What follows belongs to an exercise in optimizing a design on an open flow for small area; a production flow would make more cautious choices. RTL that was checked went through simulation tests only; none was proved equivalent to the original. No driver is modelled on the clock port, so clock power and skew are understated where the tree is cut down; a real chip needs a root buffer or a tree. Power and IR drop assume default switching activity.

the previous run:
Design linebuffer_top, start of the top module:
module linebuffer_top (
  input  logic        clk_i,
  input  logic        arst_n_i,
  input  logic [7:0]  data_i,
  input  logic        wr_valid_i,
  input  logic        rd_valid_i,
  output logic [23:0] data_o
);
clock: 10.0 ns
lec_check: 0
cap_margin: 20
core_margin: 2
core_utilization: 60
cts_buf_list: sky130_fd_sc_hd__clkbuf_4 sky130_fd_sc_hd__clkbuf_8
slew_margin: 20
synth_hierarchical: 1
run.sh (not shown) runs the stock make flow with config.mk's settings and CLKGATE_MAP_FILE= SYNTH_SCRIPT=/design/flow/synth_recipe.tcl, a recipe that flattens the netlist after the stock synthesis.
The previous run did not stop at any stage, and its layout met the timing, design-rule and antenna checks.
### the previous run -> the current run
Settings: removing CTS_BUF_LIST (formerly sky130_fd_sc_hd__clkbuf_4 sky130_fd_sc_hd__clkbuf_8).
## What came out
- First-pass detailed-route iteration total came out exactly the same in the previous run and the current run.
- The post-layout total power in the current run sits 0.34% below the value recorded for the previous run.
- Going from the previous run to the current run, sequential share of layout area went up by 0.31 points, part of the total power dissipated in combinational logic about even, number of H-tree branching levels down 1, met3 demand-to-capacity share in global routing fell by 0.83 points.
Function was not checked in any run of this note: the RTL went through the layout flow alone.


Setup of build 60:
The RTL this note starts from:
==> flow/design.v <==
module linebuffer #(
  parameter int DATA_W     = 8,
  parameter int KERNEL_W   = 3,
  parameter int RESOLUTION = 64
) (
  input  logic              clk_i,
  input  logic              arst_n_i,
  input  logic [DATA_W-1:0] data_i,
  input  logic              wr_valid_i,
  output logic [KERNEL_W-1:0][DATA_W-1:0] data_o,
  input  logic              rd_valid_i
);
  localparam int PTR_W = $clog2(RESOLUTION);
  localparam int NGRP  = (RESOLUTION + 2) / 3;    
  logic [DATA_W-1:0] mem [RESOLUTION];
  logic [PTR_W-1:0]  wr_ptr;
  logic [PTR_W-1:0]  ahead_ptr;    
  logic              wrapped;      
  logic [KERNEL_W-1:0][DATA_W-1:0] win;
  logic [KERNEL_W-1:0][DATA_W-1:0] win_nxt;
  always_ff @(posedge clk_i) begin
    if (wr_valid_i) begin
      mem[wr_ptr] <= data_i;
    end
  end
  always_ff @(posedge clk_i or negedge arst_n_i) begin
    if (!arst_n_i) begin
      wr_ptr  <= '0;
      wrapped <= 1'b0;
    end else if (wr_valid_i) begin
      wr_ptr <= wr_ptr + 1'b1;
      if (&wr_ptr) begin
        wrapped <= 1'b1;
      end
    end
  end
  always_ff @(posedge clk_i or negedge arst_n_i) begin
    if (!arst_n_i) begin
      ahead_ptr <= PTR_W'(KERNEL_W);
    end else if (rd_valid_i) begin
      ahead_ptr <= ahead_ptr + 1'b1;
    end
  end
  logic [PTR_W-1:0] wr_dist;       
  logic [KERNEL_W:0] hit;          
  logic              ahead_valid;
  assign wr_dist = wr_ptr - ahead_ptr;
  always_comb begin
    for (int k = 0; k <= KERNEL_W; k++) begin
      hit[k] = wr_valid_i && (wr_dist == PTR_W'(k - KERNEL_W));
    end
  end
  assign ahead_valid = wrapped || (ahead_ptr < wr_ptr);
  logic [KERNEL_W-1:0] sel_hold, sel_shift, sel_load;
  always_comb begin
    for (int k = 0; k < KERNEL_W; k++) begin
      sel_hold[k]  = !rd_valid_i && !hit[k];
      sel_shift[k] = rd_valid_i && !hit[k+1];
      sel_load[k]  = rd_valid_i ? hit[k+1] : hit[k];
    end
  end
  logic [RESOLUTION-1:0] rd_sel;
  always_comb begin
    for (int i = 0; i < RESOLUTION; i++) begin
      rd_sel[i] = (ahead_ptr == PTR_W'(i)) && ahead_valid && sel_shift[KERNEL_W-1];
    end
  end
  for (genvar b = 0; b < DATA_W; b++) begin : g_bit
    for (genvar k = 0; k < KERNEL_W - 1; k++) begin : g_win
      logic n;
      lb_aoi222 u_aoi (
        .a_i({win[k][b], win[k+1][b], data_i[b]}),
        .b_i({sel_hold[k], sel_shift[k], sel_load[k]}),
        .y_o(n)
      );
      assign win_nxt[k][b] = ~n;
    end
    logic [3*NGRP-1:0] cand, csel;
    logic [NGRP-1:0]   n;
    for (genvar i = 0; i < RESOLUTION; i++) begin : g_cand
      assign cand[i] = mem[i][b];
      assign csel[i] = rd_sel[i];
    end
    assign cand[RESOLUTION]     = win[KERNEL_W-1][b];
    assign csel[RESOLUTION]     = sel_hold[KERNEL_W-1];
    assign cand[RESOLUTION + 1] = data_i[b];
    assign csel[RESOLUTION + 1] = sel_load[KERNEL_W-1];
    for (genvar i = RESOLUTION + 2; i < 3*NGRP; i++) begin : g_pad
      assign cand[i] = 1'b0;
      assign csel[i] = 1'b0;
    end
    for (genvar g = 0; g < NGRP; g++) begin : g_grp
      lb_aoi222 u_aoi (.a_i(cand[3*g +: 3]), .b_i(csel[3*g +: 3]), .y_o(n[g]));
    end
    assign win_nxt[KERNEL_W-1][b] = ~&n;
  end
  always_ff @(posedge clk_i or negedge arst_n_i) begin
    if (!arst_n_i) begin
      win <= '0;
    end else begin
      win <= win_nxt;
    end
  end
  assign data_o = win;
endmodule
module lb_aoi222 (
  input  logic [2:0] a_i,
  input  logic [2:0] b_i,
  output logic       y_o
);
  assign y_o = ~|(a_i & b_i);
endmodule
module linebuffer_top (
  input  logic        clk_i,
  input  logic        arst_n_i,
  input  logic [7:0]  data_i,
  input  logic        wr_valid_i,
  input  logic        rd_valid_i,
  output logic [23:0] data_o
);
  logic [2:0][7:0] win;
  linebuffer #(
    .DATA_W    (8),
    .KERNEL_W  (3),
    .RESOLUTION(64)
  ) u_lb (
    .clk_i     (clk_i),
    .arst_n_i  (arst_n_i),
    .data_i    (data_i),
    .wr_valid_i(wr_valid_i),
    .data_o    (win),
    .rd_valid_i(rd_valid_i)
  );
  assign data_o = win;
endmodule
Settings: LEC_CHECK=0, CAP_MARGIN=20, CORE_MARGIN=2, CORE_UTILIZATION=65, SLEW_MARGIN=20, SYNTH_HIERARCHICAL=1; clock period 10.0 ns.
standard.sh (not shown) runs the stock make flow with config.mk's settings and CLKGATE_MAP_FILE= SYNTH_SCRIPT=/design/flow/synth_recipe.tcl, a recipe that flattens the netlist after the stock synthesis.
==> flow/flow/run.sh <==
#!/bin/bash
# Own layout flow: the standard ORFS flow (standard.sh) with three changes:
#  - TritonCTS is replaced by a hand-built clock tree (pre_cts.tcl,
#    lb_clock_tree.tcl): root clkbuf_8 -> mid clkbuf_4 (up to 6 leaves each)
#    -> leaf clkbuf_8 (about 16 flip-flops each);
#  - the port buffers are buf_1 (BUFFER_PORTS_ARGS);
#  - after global routing, non-critical cells are downsized (RECOVER_POWER).
# Make's full output goes to flow_make.log; each ORFS step keeps its own log
# under orfs/logs/.
set -euo pipefail
here=$(cd "$(dirname "${BASH_SOURCE[0]}")" && pwd)
export LB_LEAF_CELL=sky130_fd_sc_hd__clkbuf_8
export LB_MID_CELL=sky130_fd_sc_hd__clkbuf_4
export LB_ROOT_CELL=sky130_fd_sc_hd__clkbuf_8
export LB_CLUSTER=16
export LB_MID_FANOUT=6
bash standard.sh \
  PRE_CTS_TCL="$here/pre_cts.tcl" \
  BUFFER_PORTS_ARGS="-buffer_cell sky130_fd_sc_hd__buf_1" \
  RECOVER_POWER=100 \
  finish > flow_make.log 2>&1
Other scripts of this flow, unchanged in this note and not shown: flow/flow/lb_clock_tree.tcl, flow/flow/pre_cts.tcl
To summarise build 60: no stage aborted, but the layout did not pass its checks, failing on max-capacitance violations, max-slew violations.
#### Input delta (trial 19 over build 60)
==> flow/flow/run.sh <==
#!/bin/bash
# Own layout flow: the standard ORFS flow (standard.sh) with two changes:
#  - TritonCTS is replaced by a hand-built clock tree (pre_cts.tcl,
#    lb_clock_tree.tcl): root clkbuf_8 -> mid clkbuf_4 (up to 6 leaves each)
#    -> leaf clkbuf_8 (about 16 flip-flops each);
#  - the port buffers are buf_1 (BUFFER_PORTS_ARGS).
# Make's full output goes to flow_make.log; each ORFS step keeps its own log
# under orfs/logs/.
set -euo pipefail
here=$(cd "$(dirname "${BASH_SOURCE[0]}")" && pwd)
export LB_LEAF_CELL=sky130_fd_sc_hd__clkbuf_8
export LB_MID_CELL=sky130_fd_sc_hd__clkbuf_4
export LB_ROOT_CELL=sky130_fd_sc_hd__clkbuf_8
export LB_CLUSTER=16
export LB_MID_FANOUT=6
bash standard.sh \
  PRE_CTS_TCL="$here/pre_cts.tcl" \
  BUFFER_PORTS_ARGS="-buffer_cell sky130_fd_sc_hd__buf_1" \
  finish > flow_make.log 2>&1
Trial 19 reached the final stage; the timing, design-rule and antenna checks on its layout passed. In terms of total power, build 60 and trial 19 differ only marginally. Compared with build 60, trial 19 shows total met3 wirelength after detailed routing that has gone down by a little under 10%. [compare] base=build 60 new=trial 19: final-layout worst hold slack held steady, core utilization has increased. sky130_fd_sc_hd__clkbuf_1 as the cell at the slowest stage of the critical path was reported by build 60, and sky130_fd_sc_hd__dfstp_2 by trial 19. Status: post-layout instance area parity (build 60, trial 19). Summary of the comparison: post-layout minimum cycle time is lower in trial 19, relative to build 60. [diff] routed wire length, trial 19 relative to build 60: improvement. Reported for build 60 and trial 19, setup total negative slack turned out identical to the last digit. Trial 19 vs build 60: final worst setup slack up. Between build 60 and trial 19, the flow reports average via count per standard cell decreasing slightly.
No run of this note takes its clock network from TritonCTS; it comes from the design's own scripts or RTL.


linebuffer_top, a different RTL version from the one above (not shown whole).
Size: ~1100 cells after synthesis, ~36 I/O pins, ~0.020 mm2 of cells after synthesis.
==> flow/design.v (excerpt) <==
module linebuffer_top (
  input  logic        clk_i,
  input  logic        arst_n_i,
  input  logic [7:0]  data_i,
  input  logic        wr_valid_i,
  input  logic        rd_valid_i,
  output logic [23:0] data_o
);
Settings: LEC_CHECK=0, CAP_MARGIN=0, CORE_MARGIN=2, CORE_UTILIZATION=65, SLEW_MARGIN=0, SYNTH_HIERARCHICAL=1; clock period 10.0 ns.
==> flow/flow/run.sh <==
#!/bin/bash
# Own layout flow: the standard ORFS flow (standard.sh) with two changes:
#  - TritonCTS is replaced by a hand-built clock tree (pre_cts.tcl,
#    lb_clock_tree.tcl): root clkbuf_8 -> mid clkbuf_4 (up to 6 leaves each)
#    -> leaf clkbuf_8 (about 16 flip-flops each);
#  - the port buffers are buf_1 (BUFFER_PORTS_ARGS).
# Make's full output goes to flow_make.log; each ORFS step keeps its own log
# under orfs/logs/.
set -euo pipefail
here=$(cd "$(dirname "${BASH_SOURCE[0]}")" && pwd)
export LB_LEAF_CELL=sky130_fd_sc_hd__clkbuf_8
export LB_MID_CELL=sky130_fd_sc_hd__clkbuf_4
export LB_ROOT_CELL=sky130_fd_sc_hd__clkbuf_8
export LB_CLUSTER=16
export LB_MID_FANOUT=6
bash standard.sh \
  PRE_CTS_TCL="$here/pre_cts.tcl" \
  BUFFER_PORTS_ARGS="-buffer_cell sky130_fd_sc_hd__buf_1" \
  finish > flow_make.log 2>&1
==> flow/flow/lb_clock_tree.tcl <==
# Hand-built clock tree, used in place of TritonCTS: the clock port drives one
# root buffer, the root drives a level of mid buffers, each mid buffer drives
# the leaf buffers of its region, and each leaf buffer drives one cluster of
# nearby flip-flops. Clusters come from recursive bisection of the placed
# positions, so each is a compact group of about LB_CLUSTER flip-flops.
# Settings (environment): LB_LEAF_CELL, LB_MID_CELL, LB_ROOT_CELL,
# LB_CLUSTER (flip-flops per leaf buffer), LB_MID_FANOUT (leaves per mid).

# Recursive bisection: split the points along the longer side of their
# bounding box, in proportion to the number of clusters on each side, until
# each part is one cluster. Returns {assignment centroids counts}.
proc lb_bisect_rec {points idxs nc first} {
  upvar asg asg
  if {$nc <= 1} {
    foreach i $idxs { lset asg $i $first }
    return
  }
  set xs {}; set ys {}
  foreach i $idxs { lappend xs [lindex $points $i 0]; lappend ys [lindex $points $i 1] }
  set xs [lsort -real $xs]; set ys [lsort -real $ys]
  set dx [expr {[lindex $xs end] - [lindex $xs 0]}]
  set dy [expr {[lindex $ys end] - [lindex $ys 0]}]
  set axis [expr {$dx >= $dy ? 0 : 1}]
  set items {}
  foreach i $idxs { lappend items [list $i [lindex $points $i $axis]] }
  set items [lsort -real -index 1 $items]
  set na [expr {$nc / 2}]
  set cut [expr {int(round(double([llength $idxs]) * $na / $nc))}]
  set a {}; set b {}
  set k 0
  foreach it $items {
    if {$k < $cut} { lappend a [lindex $it 0] } else { lappend b [lindex $it 0] }
    incr k
  }
  lb_bisect_rec $points $a $na $first
  lb_bisect_rec $points $b [expr {$nc - $na}] [expr {$first + $na}]
}

proc lb_bisect {points nc} {
  set n [llength $points]
  set asg [lrepeat $n 0]
  set idxs {}
  for {set i 0} {$i < $n} {incr i} { lappend idxs $i }
  lb_bisect_rec $points $idxs $nc 0
  set sx [lrepeat $nc 0.0]; set sy [lrepeat $nc 0.0]; set cnt [lrepeat $nc 0]
  set i 0
  foreach p $points {
    set c [lindex $asg $i]
    lset sx $c [expr {[lindex $sx $c] + [lindex $p 0]}]
    lset sy $c [expr {[lindex $sy $c] + [lindex $p 1]}]
    lset cnt $c [expr {[lindex $cnt $c] + 1}]
    incr i
  }
  set cent {}
  for {set c 0} {$c < $nc} {incr c} {
    set k [lindex $cnt $c]
    lappend cent [list [expr {[lindex $sx $c] / $k}] [expr {[lindex $sy $c] / $k}]]
  }
  return [list $asg $cent $cnt]
}

proc lb_make_buf {master name x y innet} {
  set block [ord::get_db_block]
  set inst [odb::dbInst_create $block $master $name]
  $inst setLocation [expr {int($x)}] [expr {int($y)}]
  $inst setPlacementStatus PLACED
  set net [odb::dbNet_create $block ${name}_net]
  $net setSigType CLOCK
  [$inst findITerm X] connect $net
  [$inst findITerm A] connect $innet
  return [list $inst $net]
}

proc lb_build_clock_tree {args} {
  set db [ord::get_db]
  set block [ord::get_db_block]
  set leaf_master [$db findMaster $::env(LB_LEAF_CELL)]
  set mid_master  [$db findMaster $::env(LB_MID_CELL)]
  set root_master [$db findMaster $::env(LB_ROOT_CELL)]
  set clk [$block findNet clk_i]
  set sinks {}
  set pts {}
  foreach it [$clk getITerms] {
    set b [[$it getInst] getBBox]
    lappend sinks $it
    lappend pts [list [expr {([$b xMin] + [$b xMax]) / 2.0}] [expr {([$b yMin] + [$b yMax]) / 2.0}]]
  }
  set n [llength $sinks]
  set nleaf [expr {int(ceil(double($n) / $::env(LB_CLUSTER)))}]
  lassign [lb_bisect $pts $nleaf] lasg lcent lcnt
  set nmid [expr {int(ceil(double($nleaf) / $::env(LB_MID_FANOUT)))}]
  lassign [lb_bisect $lcent $nmid] masg mcent mcnt
  # root at the centre of the mid buffers
  set rx 0.0; set ry 0.0
  foreach ct $mcent { set rx [expr {$rx + [lindex $ct 0]}]; set ry [expr {$ry + [lindex $ct 1]}] }
  lassign [lb_make_buf $root_master clkbuf_root [expr {$rx / $nmid}] [expr {$ry / $nmid}] $clk] rinst rnet
  for {set m 0} {$m < $nmid} {incr m} {
    lassign [lb_make_buf $mid_master clkbuf_mid_$m {*}[lindex $mcent $m] $rnet] minst mnet($m)
  }
  for {set c 0} {$c < $nleaf} {incr c} {
    lassign [lb_make_buf $leaf_master clkbuf_leaf_$c {*}[lindex $lcent $c] $mnet([lindex $masg $c])] linst lnet($c)
  }
  # move the sinks last, so the root buffer's input stays on clk_i
  set i 0
  foreach it $sinks {
    $it disconnect
    $it connect $lnet([lindex $lasg $i])
    incr i
  }
  set_propagated_clock [all_clocks]
  puts "lb_tree: $n sinks, $nleaf leaf buffers (sizes [lsort -integer $lcnt]), $nmid mid buffers"
}
Other scripts of this flow, unchanged in this note and not shown: flow/flow/pre_cts.tcl
The starting point completed with no timing, DRC or antenna violations.
Next try:
--- a/flow/flow/run.sh
+++ b/flow/flow/run.sh
@@ -3,5 +3,5 @@
 #  - TritonCTS is replaced by a hand-built clock tree (pre_cts.tcl,
 #    lb_clock_tree.tcl): root clkbuf_8 -> mid clkbuf_4 (up to 6 leaves each)
-#    -> leaf clkbuf_8 (about 16 flip-flops each);
+#    -> leaf clkbuf_8 (about 18 flip-flops each);
 #  - the port buffers are buf_1 (BUFFER_PORTS_ARGS).
 # Make's full output goes to flow_make.log; each ORFS step keeps its own log
@@ -12,5 +12,5 @@
 export LB_MID_CELL=sky130_fd_sc_hd__clkbuf_4
 export LB_ROOT_CELL=sky130_fd_sc_hd__clkbuf_8
-export LB_CLUSTER=16
+export LB_CLUSTER=18
 export LB_MID_FANOUT=6
 bash standard.sh \
Worst setup slack loses 0.055 ns.
Total power shrinks by 1.0%.
Synthesized area does not change.
Sequential power is about the same.
Via count grows by 0.72%.
Flip-flop and latch count does not change.
Global-route usage shrinks by 0.16 points.
Core utilization shrinks by 0.22 points.
Combinational power stays flat.
Final cell count shrinks by 0.57%.
Clock skew shrinks by 0.0078 ns.
No run of this note takes its clock network from TritonCTS; it comes from the design's own scripts or RTL.

-- what the ideal ports hide --
No port has a modelled driver above. Below, the same layouts with a new extraction and two added sets of constraints.
Step 1 sets driving cells, clkbuf_16 on the clock port and buf_2 on the other inputs (assumed; they add their load-dependent delay and slew).
Step 2 also shifts input and output timing later by t, the mid clock arrival at the registers, as if the neighbouring blocks saw the same clock.
a / b / c = no drivers / after step 1 / after step 2; a / b = the first two.
| run | t (ns) | setup WS [ns] | clock arrival spread, ns |
|---|---|---|---|
| the previous run | 0.680 | 5.330 / 5.330 / 5.070 | 0.028 / 0.028 |
| the current run | 0.640 | 5.319 / 5.319 / 5.091 | 0.021 / 0.020 |
| build 60 | 0.712 | 4.904 / 4.928 / 4.216 | 0.076 / 0.076 |
| trial 19 | 0.702 | 5.118 / 5.118 / 4.513 | 0.066 / 0.066 |
| the first run of note 3 | 0.692 | 4.604 / 4.599 / 3.907 | 0.076 / 0.077 |
| the second run of note 3 | 0.709 | 4.549 / 4.551 / 3.843 | 0.068 / 0.067 |
The setup slack of the second run of note 3, which loses most, moves by +0.002 ns with the drivers and by -0.706 ns with both steps.
